What follows belongs to an exercise in optimizing a design on an open flow for small area, a short achievable clock period and few clock cycles per item; a production flow would make more cautious choices. Only simulation tests tie the RTL to the original design; equivalence was not proved. No driver is modelled on the clock port, so clocking that relies on it looks cheaper here than on a real chip. No activity file was given, so power comes from the tool's default toggle rates.

Setup of run 1:
// cache_2way
module cache_2way #(
	parameter int WIDTH = 128,
	parameter int DEPTH = 4,
	localparam int BYTES = WIDTH / 8
) (
	input  logic             clk,
	input  logic             reset,
	input  cache_pkg::addr_t addr,
	input  logic             read_write,
	input  logic             master_enable,
	input  logic [BYTES-1:0] byte_enable,
	input  logic [WIDTH-1:0] data_in,
	output logic [WIDTH-1:0] data_out,
	output logic             hit,
	output logic             mem_write_req,
	output cache_pkg::addr_t mem_write_addr,
	output logic [WIDTH-1:0] mem_write_data,
	input  logic             mem_write_ack,
	output logic             mem_read_req,
	output cache_pkg::addr_t mem_read_addr,
	input  logic [WIDTH-1:0] mem_read_data,
	input  logic             mem_read_ack
);
==> flow/config.mk <==
export PLATFORM = sky130hd
export DESIGN_NAME = cache_2way
export DESIGN_NICKNAME = cache_2way
export VERILOG_FILES = /design/flow/design.v
export SDC_FILE = /design/flow/constraint.sdc
export NUM_CORES = 4
export LEC_CHECK = 0
export CAP_MARGIN = 20
export CORE_MARGIN = 2
export CORE_UTILIZATION = 65
export CTS_CLUSTER_DIAMETER = 80
export CTS_CLUSTER_SIZE = 26
export SETUP_SLACK_MARGIN = 1.5
export SLEW_MARGIN = 20
export TNS_END_PERCENT = 5
==> flow/constraint.sdc <==
create_clock -name core_clock -period 5.5 [get_ports {clk}]
set_input_delay 1.1000 -clock core_clock [delete_from_list [all_inputs] [get_ports {clk}]]
set_output_delay 1.1000 -clock core_clock [all_outputs]
set_load 0.01 [all_outputs]
run.sh (not shown) runs the stock make flow with config.mk's settings and CLKGATE_MAP_FILE= SYNTH_SCRIPT=/design/flow/synth_recipe.tcl, a recipe that flattens the netlist after the stock synthesis.
No stage failed in run 1, and the final checks on the layout all came back clean.
Testbench counts of run 1, summed over its fixed seeds: cycles 43,878, items 24,000.
diff inputs: run 1 => run 2
Settings: CTS_CLUSTER_SIZE now 30, was 26; CORE_UTILIZATION now 55, was 65.
--- outcome ---
First-pass GRT wire length deteriorates in run 2 relative to run 1.
Between run 1 and run 2, register-to-register slack increased.
Between run 2 and run 1, non-clock buffer share of cell area is lower for run 1, run 2 comes in above that.
Looking at run 2 and run 1, the multi-input logic area is a wash.
Combinational power: run 2 vs run 1 up about 3%
STATUS detailed placer's ending HPWL: run 2 loses against run 1
Against run 1, run 2 comes in about 5% higher on routed wire length.
Compared with run 1, run 2 shows number of global-route vias before repair lower by 1.7%.
Compared with run 1, run 2 shows internal power that has gone up slightly.
From run 1 to run 2 the numbers moved as follows: number of clock buffer instances in the layout shrank by about 20%, wire length on met2 rose by about 5%.
Changes in run 3 relative to run 2:
Settings: removing CTS_CLUSTER_SIZE (formerly 30); removing CTS_CLUSTER_DIAMETER (formerly 80).
Notes after the runs:
Compared with run 2, run 3 shows a core utilization that is 2.6 points higher. Via count: run 3 vs run 2 up 2.0%. Run 3 against run 2; maximum resistive drop on vdd is up by more than 10%.

========
Setup of oak:
cache_2way, a different RTL version from the one above (not shown whole).
For scale: about 3,000 cells after synthesis, roughly 1,400 flip-flops, ~630 I/O pins.
clock: 5.5 ns
lec_check: 0
cap_margin: 20
core_margin: 2
core_utilization: 55
setup_slack_margin: 2.0
slew_margin: 20
tns_end_percent: 5
standard.sh (not shown) runs the stock make flow with config.mk's settings and CLKGATE_MAP_FILE= SYNTH_SCRIPT=/design/flow/synth_recipe.tcl, a recipe that flattens the netlist after the stock synthesis.
==> flow/flow/run.sh <==
#!/bin/bash
# The standard layout, with these changes made through ORFS's own variables
# and hooks:
# - ports are buffered with the smallest buffer (buf_1) rather than the
#   delay buffer buffer_ports picks by default; timing repair still sizes
#   them up where paths need it;
# - clock tree synthesis clusters more sinks per leaf buffer and inserts no
#   dummy loads;
# - after clock tree synthesis, a few more setup repair passes on the worst
#   paths (flow/post_cts.tcl).
# Each make run writes its full output to a log of its own here, besides
# ORFS's per-step logs under orfs/logs.
set -euo pipefail
export BUFFER_PORTS_ARGS="-buffer_cell sky130_fd_sc_hd__buf_1"
export CTS_ARGS="-sink_clustering_enable -repair_clock_nets -dont_use_dummy_load -sink_clustering_size 26 -sink_clustering_max_diameter 80"
export POST_CTS_TCL="$PWD/flow/post_cts.tcl"
bash standard.sh > standard.log 2>&1
==> flow/flow/post_cts.tcl <==
# Extra setup repair passes after clock tree synthesis, aimed at the worst
# paths only, then legalise the placement again.
estimate_parasitics -placement
for {set i 0} {$i < 3} {incr i} {
  repair_timing -setup -setup_margin 2.5 -repair_tns 0 -verbose
}
detailed_placement
check_placement -verbose
oak went all the way through the flow, and no timing, DRC or antenna check failed.
Testbench counts of oak, summed over its fixed seeds: cycles 43,878, items 24,000.
[inputs] pine vs oak
- SETUP_SLACK_MARGIN: 2.0 -> 1.5
--- a/flow/flow/post_cts.tcl
+++ b/flow/flow/post_cts.tcl
@@ -4,3 +4,3 @@
 for {set i 0} {$i < 3} {incr i} {
-  repair_timing -setup -setup_margin 2.5 -repair_tns 0 -verbose
+  repair_timing -setup -setup_margin 2.0 -repair_tns 0 -verbose
 }
Findings:
pine improves on oak in final critical path time including I/O delays and setup.
pine: number of fillers in the final layout is 103 higher than what oak reported.
Sort oak and pine by wire length on met2 desc -> top: oak
pine vs oak — routed length on met1 dropped 1.5%.
Run comparison: pine worst setup path endpoint mem_read_req; oak worst setup path endpoint hit
Summary — number of diodes, pine relative to oak: higher, by 1.
[compare] base=oak new=pine: HPWL after detailed placement now sits higher; fraction of area in non-clock buffers -0.63 points.
Re area overhead of the layout relative to synthesis: oak and pine aren't equal, and the higher value belongs to oak.
Looking only at final cell utilization of the core, and setting everything else aside, the lower value of oak and pine goes to pine.
oak and pine ended up with nearly the same finished layout cell area.
For birch, these inputs were changed with respect to pine:
- a change of SLEW_MARGIN from 20 to 5
- a change of CAP_MARGIN from 20 to 5
Findings:
birch against pine: count of clock-net buffers in the final layout did not really move; total vias in the final route was more or less identical; total power held. birch: flow completed, timing, DRC and antenna clean.
For maple, these inputs were changed with respect to birch:
- a change of SLEW_MARGIN from 5 to 20
- a change of CAP_MARGIN from 5 to 20
--- a/flow/flow/run.sh
+++ b/flow/flow/run.sh
@@ -1,4 +1,3 @@
 #!/bin/bash
-# The standard layout, with these changes made through ORFS's own variables
-# and hooks:
+# The standard layout, with two changes made through ORFS's own variables:
 # - ports are buffered with the smallest buffer (buf_1) rather than the
[summary]
Re actual transition at the worst max-transition pin: no difference whatsoever between maple and birch. Comparing birch with maple, the number of well taps came out essentially unchanged. maple vs. birch: share of the cycle needed by the critical path after routing shows no meaningful change; area fraction in compound gates after synthesis shows no meaningful change; setup slack at placement shows no meaningful change; met2 global-route usage shows no meaningful change; first-pass GRT wire length shows no meaningful change. As far as number of nets in the layout goes, birch and maple are indistinguishable; the numbers are identical.
Inputs modified between maple and cedar:
--- a/flow/flow/run.sh
+++ b/flow/flow/run.sh
@@ -1,3 +1,4 @@
 #!/bin/bash
-# The standard layout, with two changes made through ORFS's own variables:
+# The standard layout, with these changes made through ORFS's own variables
+# and hooks:
 # - ports are buffered with the smallest buffer (buf_1) rather than the
@@ -13,3 +14,3 @@
 export BUFFER_PORTS_ARGS="-buffer_cell sky130_fd_sc_hd__buf_1"
-export CTS_ARGS="-sink_clustering_enable -repair_clock_nets -dont_use_dummy_load -sink_clustering_size 26 -sink_clustering_max_diameter 80"
+export CTS_ARGS="-sink_clustering_enable -repair_clock_nets -dont_use_dummy_load -sink_clustering_size 34 -sink_clustering_max_diameter 70"
 export POST_CTS_TCL="$PWD/flow/post_cts.tcl"
Results
On global-route usage, maple and cedar are neck and neck.
The via count reported for cedar is greater than that of maple by about 0.45%.
In cedar the smallest setup slack after layout turned out 0.035 ns lower than in maple.
Design area of maple is on par with cedar.
| global-route wire length before repair | maple vs cedar | ≈ equal |
Looking at maple and cedar, the non-clock buffer count is a wash.
cedar — share of the final layout cell area in sequential cells 0.19 points lower, maple as reference
Looking at maple and cedar, the routed length on met1 is a wash.
Against maple as the reference, cedar delivers a higher via count of the first global-routing pass.

========
The RTL this note starts from:
==> flow/design.v <==
`timescale 1ns/100ps
package cache_pkg;
	localparam int ADDR_W = 32;
	typedef logic [ADDR_W-1:0] addr_t;
	typedef enum logic {
		OP_WRITE = 1'b0,
		OP_READ  = 1'b1
	} cache_op_e;
	typedef enum logic [1:0] {
		IDLE,        
		WRITE_BACK,  
		FILL,        
		DONE         
	} ctrl_state_e;
endpackage
`timescale 1ns/100ps
`timescale 1ns/100ps
`timescale 1ns/100ps
module cache_2way #(
	parameter int WIDTH = 128,
	parameter int DEPTH = 4,
	localparam int BYTES = WIDTH / 8
) (
	input  logic             clk,
	input  logic             reset,
	input  cache_pkg::addr_t addr,
	input  logic             read_write,
	input  logic             master_enable,
	input  logic [BYTES-1:0] byte_enable,
	input  logic [WIDTH-1:0] data_in,
	output logic [WIDTH-1:0] data_out,
	output logic             hit,
	output logic             mem_write_req,
	output cache_pkg::addr_t mem_write_addr,
	output logic [WIDTH-1:0] mem_write_data,
	input  logic             mem_write_ack,
	output logic             mem_read_req,
	output cache_pkg::addr_t mem_read_addr,
	input  logic [WIDTH-1:0] mem_read_data,
	input  logic             mem_read_ack
);
	localparam int OFF_W = $clog2(BYTES);
	localparam int IDX_W = $clog2(DEPTH);
	localparam int TAG_W = cache_pkg::ADDR_W - OFF_W - IDX_W;
	logic [1:0][TAG_W-1:0] tags  [DEPTH];
	logic [1:0][WIDTH-1:0] lines [DEPTH];
	logic [DEPTH-1:0][1:0] valid;
	logic [DEPTH-1:0][1:0] dirty;
	logic                  wb_done;    
	logic                  fill_held;  
	logic [WIDTH-1:0]      fill_buf;
	logic [IDX_W-1:0]      idx;
	logic [TAG_W-1:0]      tag;
	logic                  is_write;
	logic [1:0]            set_dirty;
	logic [1:0][TAG_W-1:0] set_tag;
	logic [WIDTH-1:0]      lru_line;   
	logic [DEPTH-1:0][1:0] match;
	logic [DEPTH-1:0]      set_victim_dirty;
	logic [1:0]            slot_hit;
	logic                  lookup_hit;
	logic                  victim_dirty;
	logic                  fill_ok;
	logic                  wb_ok;
	logic                  commit;
	logic [IDX_W-1:0]      last_idx;   
	logic [WIDTH-1:0]      line_new;
	assign idx      = addr[OFF_W +: IDX_W];
	assign tag      = addr[cache_pkg::ADDR_W-1 -: TAG_W];
	assign is_write = (read_write == cache_pkg::OP_WRITE);
	assign set_dirty = dirty[idx];
	assign set_tag   = tags[idx];
	assign lru_line  = lines[idx][1];
	for (genvar s = 0; s < DEPTH; s++) begin : g_cmp
		for (genvar w = 0; w < 2; w++) begin : g_slot
			assign match[s][w] = valid[s][w] && (idx == s) && (tags[s][w] == tag);
		end
		assign set_victim_dirty[s] = (idx == s) && valid[s][1] && dirty[s][1];
	end
	always_comb begin
		slot_hit = '0;
		for (int s = 0; s < DEPTH; s++)
			slot_hit = slot_hit | match[s];
	end
	assign lookup_hit   = |slot_hit;
	assign victim_dirty = |set_victim_dirty;
	assign mem_write_req  = master_enable && !lookup_hit && victim_dirty && !wb_done;
	assign mem_write_addr = {set_tag[1], idx, {OFF_W{1'b0}}};
	assign mem_write_data = lru_line;
	assign mem_read_req   = master_enable && !lookup_hit && !fill_held;
	assign mem_read_addr  = {addr[cache_pkg::ADDR_W-1:OFF_W], {OFF_W{1'b0}}};
	assign fill_ok = fill_held || mem_read_ack;
	assign wb_ok   = !victim_dirty || wb_done || mem_write_ack;
	assign hit     = lookup_hit || (fill_ok && wb_ok);
	assign commit  = master_enable && hit;
	always_comb begin
		for (int b = 0; b < BYTES; b++) begin
			logic wbe;
			wbe = is_write && byte_enable[b];
			line_new[8*b +: 8] = ({8{!reset && wbe}} & data_in[8*b +: 8])
				| ({8{!reset && !wbe && slot_hit[1]}} & lru_line[8*b +: 8])
				| ({8{!reset && !wbe && !lookup_hit && !fill_held}} & mem_read_data[8*b +: 8])
				| ({8{!reset && !wbe && !lookup_hit && fill_held}} & fill_buf[8*b +: 8]);
		end
	end
	for (genvar s = 0; s < DEPTH; s++) begin : g_set
		logic              mru_we;  
		logic              lru_we;  
		logic [BYTES-1:0]  byte_we;
		assign mru_we = (commit && (idx == s)) || (reset && s == 0);
		assign lru_we = commit && (idx == s) && !slot_hit[0];
		for (genvar b = 0; b < BYTES; b++) begin : g_byte
			assign byte_we[b] = mru_we && (!slot_hit[0] || (is_write && byte_enable[b]) || reset);
			always_ff @(posedge clk) begin
				if (byte_we[b])
					lines[s][0][8*b +: 8] <= line_new[8*b +: 8];
			end
		end
		always_ff @(posedge clk) begin
			if (mru_we) begin
				tags[s][0]  <= tag;
				dirty[s][0] <= is_write || (|(slot_hit & set_dirty));
			end
			if (lru_we) begin
				lines[s][1] <= lines[s][0];
				tags[s][1]  <= tags[s][0];
				dirty[s][1] <= dirty[s][0];
			end
		end
		always_ff @(posedge clk) begin
			if (reset) begin
				valid[s] <= '0;
			end else begin
				if (mru_we)
					valid[s][0] <= 1'b1;
				if (lru_we)
					valid[s][1] <= valid[s][0];
			end
		end
	end
	always_ff @(posedge clk) begin
		if (mem_read_ack)
			fill_buf <= mem_read_data;
	end
	always_ff @(posedge clk) begin
		if (reset || commit) begin
			wb_done   <= 1'b0;
			fill_held <= 1'b0;
		end else begin
			if (mem_write_req && mem_write_ack)
				wb_done <= 1'b1;
			if (mem_read_req && mem_read_ack)
				fill_held <= 1'b1;
		end
	end
	always_ff @(posedge clk) begin
		if (reset)
			last_idx <= '0;
		else if (commit)
			last_idx <= idx;
	end
	assign data_out = lines[last_idx][0];
endmodule
export LEC_CHECK = 0
export CAP_MARGIN = 20
export CORE_MARGIN = 2
export CORE_UTILIZATION = 60
export SETUP_SLACK_MARGIN = 1.5
export SLEW_MARGIN = 20
export TNS_END_PERCENT = 5
create_clock -name core_clock -period 5.5 [get_ports {clk}]
==> flow/flow/run.sh <==
#!/bin/bash
# The standard layout, with these changes made through ORFS's own variables
# and hooks:
# - ports are buffered with the smallest buffer (buf_1) rather than the
#   delay buffer buffer_ports picks by default; timing repair still sizes
#   them up where paths need it;
# - clock tree synthesis clusters more sinks per leaf buffer and inserts no
#   dummy loads;
# - after clock tree synthesis, a few more setup repair passes on the worst
#   paths (flow/post_cts.tcl).
# Each make run writes its full output to a log of its own here, besides
# ORFS's per-step logs under orfs/logs.
set -euo pipefail
export BUFFER_PORTS_ARGS="-buffer_cell sky130_fd_sc_hd__buf_1"
export CTS_ARGS="-sink_clustering_enable -repair_clock_nets -dont_use_dummy_load -sink_clustering_size 26 -sink_clustering_max_diameter 80"
export POST_CTS_TCL="$PWD/flow/post_cts.tcl"
bash standard.sh > standard.log 2>&1
==> flow/flow/post_cts.tcl <==
# Extra setup repair passes after clock tree synthesis, aimed at the worst
# paths only, then legalise the placement again.
estimate_parasitics -placement
for {set i 0} {$i < 3} {incr i} {
  repair_timing -setup -setup_margin 2.0 -repair_tns 0 -verbose
}
detailed_placement
check_placement -verbose
Testbench counts at the start, summed over its fixed seeds: cycles 43,878, items 24,000.
Rerun with:
==> flow/flow/run.sh (replaced) <==
#!/bin/bash
# The standard layout, with two changes made through ORFS's own variables:
# - ports are buffered with the smallest buffer (buf_1) rather than the
#   delay buffer buffer_ports picks by default; timing repair still sizes
#   them up where paths need it;
# - clock tree synthesis clusters more sinks per leaf buffer and inserts no
#   dummy loads.
# Each make run writes its full output to a log of its own here, besides
# ORFS's per-step logs under orfs/logs.
set -euo pipefail
export BUFFER_PORTS_ARGS="-buffer_cell sky130_fd_sc_hd__buf_1"
export CTS_ARGS="-sink_clustering_enable -repair_clock_nets -dont_use_dummy_load -sink_clustering_size 26 -sink_clustering_max_diameter 80"
bash standard.sh > standard.log 2>&1
- CORE_UTILIZATION: 60 -> 55
removed: flow/flow/post_cts.tcl
=>
- The changed run passed the timing, design-rule and antenna checks
- worst setup slack gets better by 0.0064 ns
- register-to-register slack hardly moves
- flip-flop and latch count stays the same
- hold slack gains 0.013 ns
- final area climbs by 0.56%
- routed wire length rises by 2.2%
- global-route usage shrinks by 2.2 points

## what the ideal ports hide
The results above use ideal ports. As a check the final layouts listed here were re-extracted and re-timed, cells and wires unchanged.
Step 1: set_driving_cell puts a clkbuf_16 on clk and a buf_2 on each other input, an assumption about the parent block.
Step 2 moves the port delays by t, midway between the first and last clock arrival at a register: inputs arrive t later, outputs are due t later. That takes back most of the time a late clock gives input paths.
Three values: ideal, step 1, step 2; two values: the first two.
| run | shift t [ns] | slack for setup (ns) | latest minus earliest clock arrival (ns) |
|---|---|---|---|
| run 1 | 0.735 | 1.291 / 1.183 / 0.638 | 0.026 / 0.026 |
| run 2 | 0.752 | 1.359 / 1.244 / 0.754 | 0.027 / 0.027 |
| run 3 | 0.819 | 1.347 / 1.249 / 0.735 | 0.020 / 0.021 |
| oak | 0.770 | 1.472 / 1.426 / 1.089 | 0.051 / 0.051 |
| pine | 0.716 | 1.499 / 1.309 / 0.978 | 0.044 / 0.044 |
| birch | 0.716 | 1.499 / 1.309 / 0.978 | 0.044 / 0.044 |
| maple | 0.716 | 1.499 / 1.309 / 0.978 | 0.044 / 0.044 |
| cedar | 0.718 | 1.464 / 1.305 / 0.907 | 0.071 / 0.070 |
| the first run of note 3 | 0.711 | 1.436 / 1.407 / 0.904 | 0.060 / 0.060 |
| the second run of note 3 | 0.714 | 1.443 / 1.223 / 0.855 | 0.045 / 0.045 |
After both steps every run listed still meets setup and hold. For run 1, which loses most, drivers alone change the setup slack by -0.108 ns; drivers and shift together by -0.653 ns.
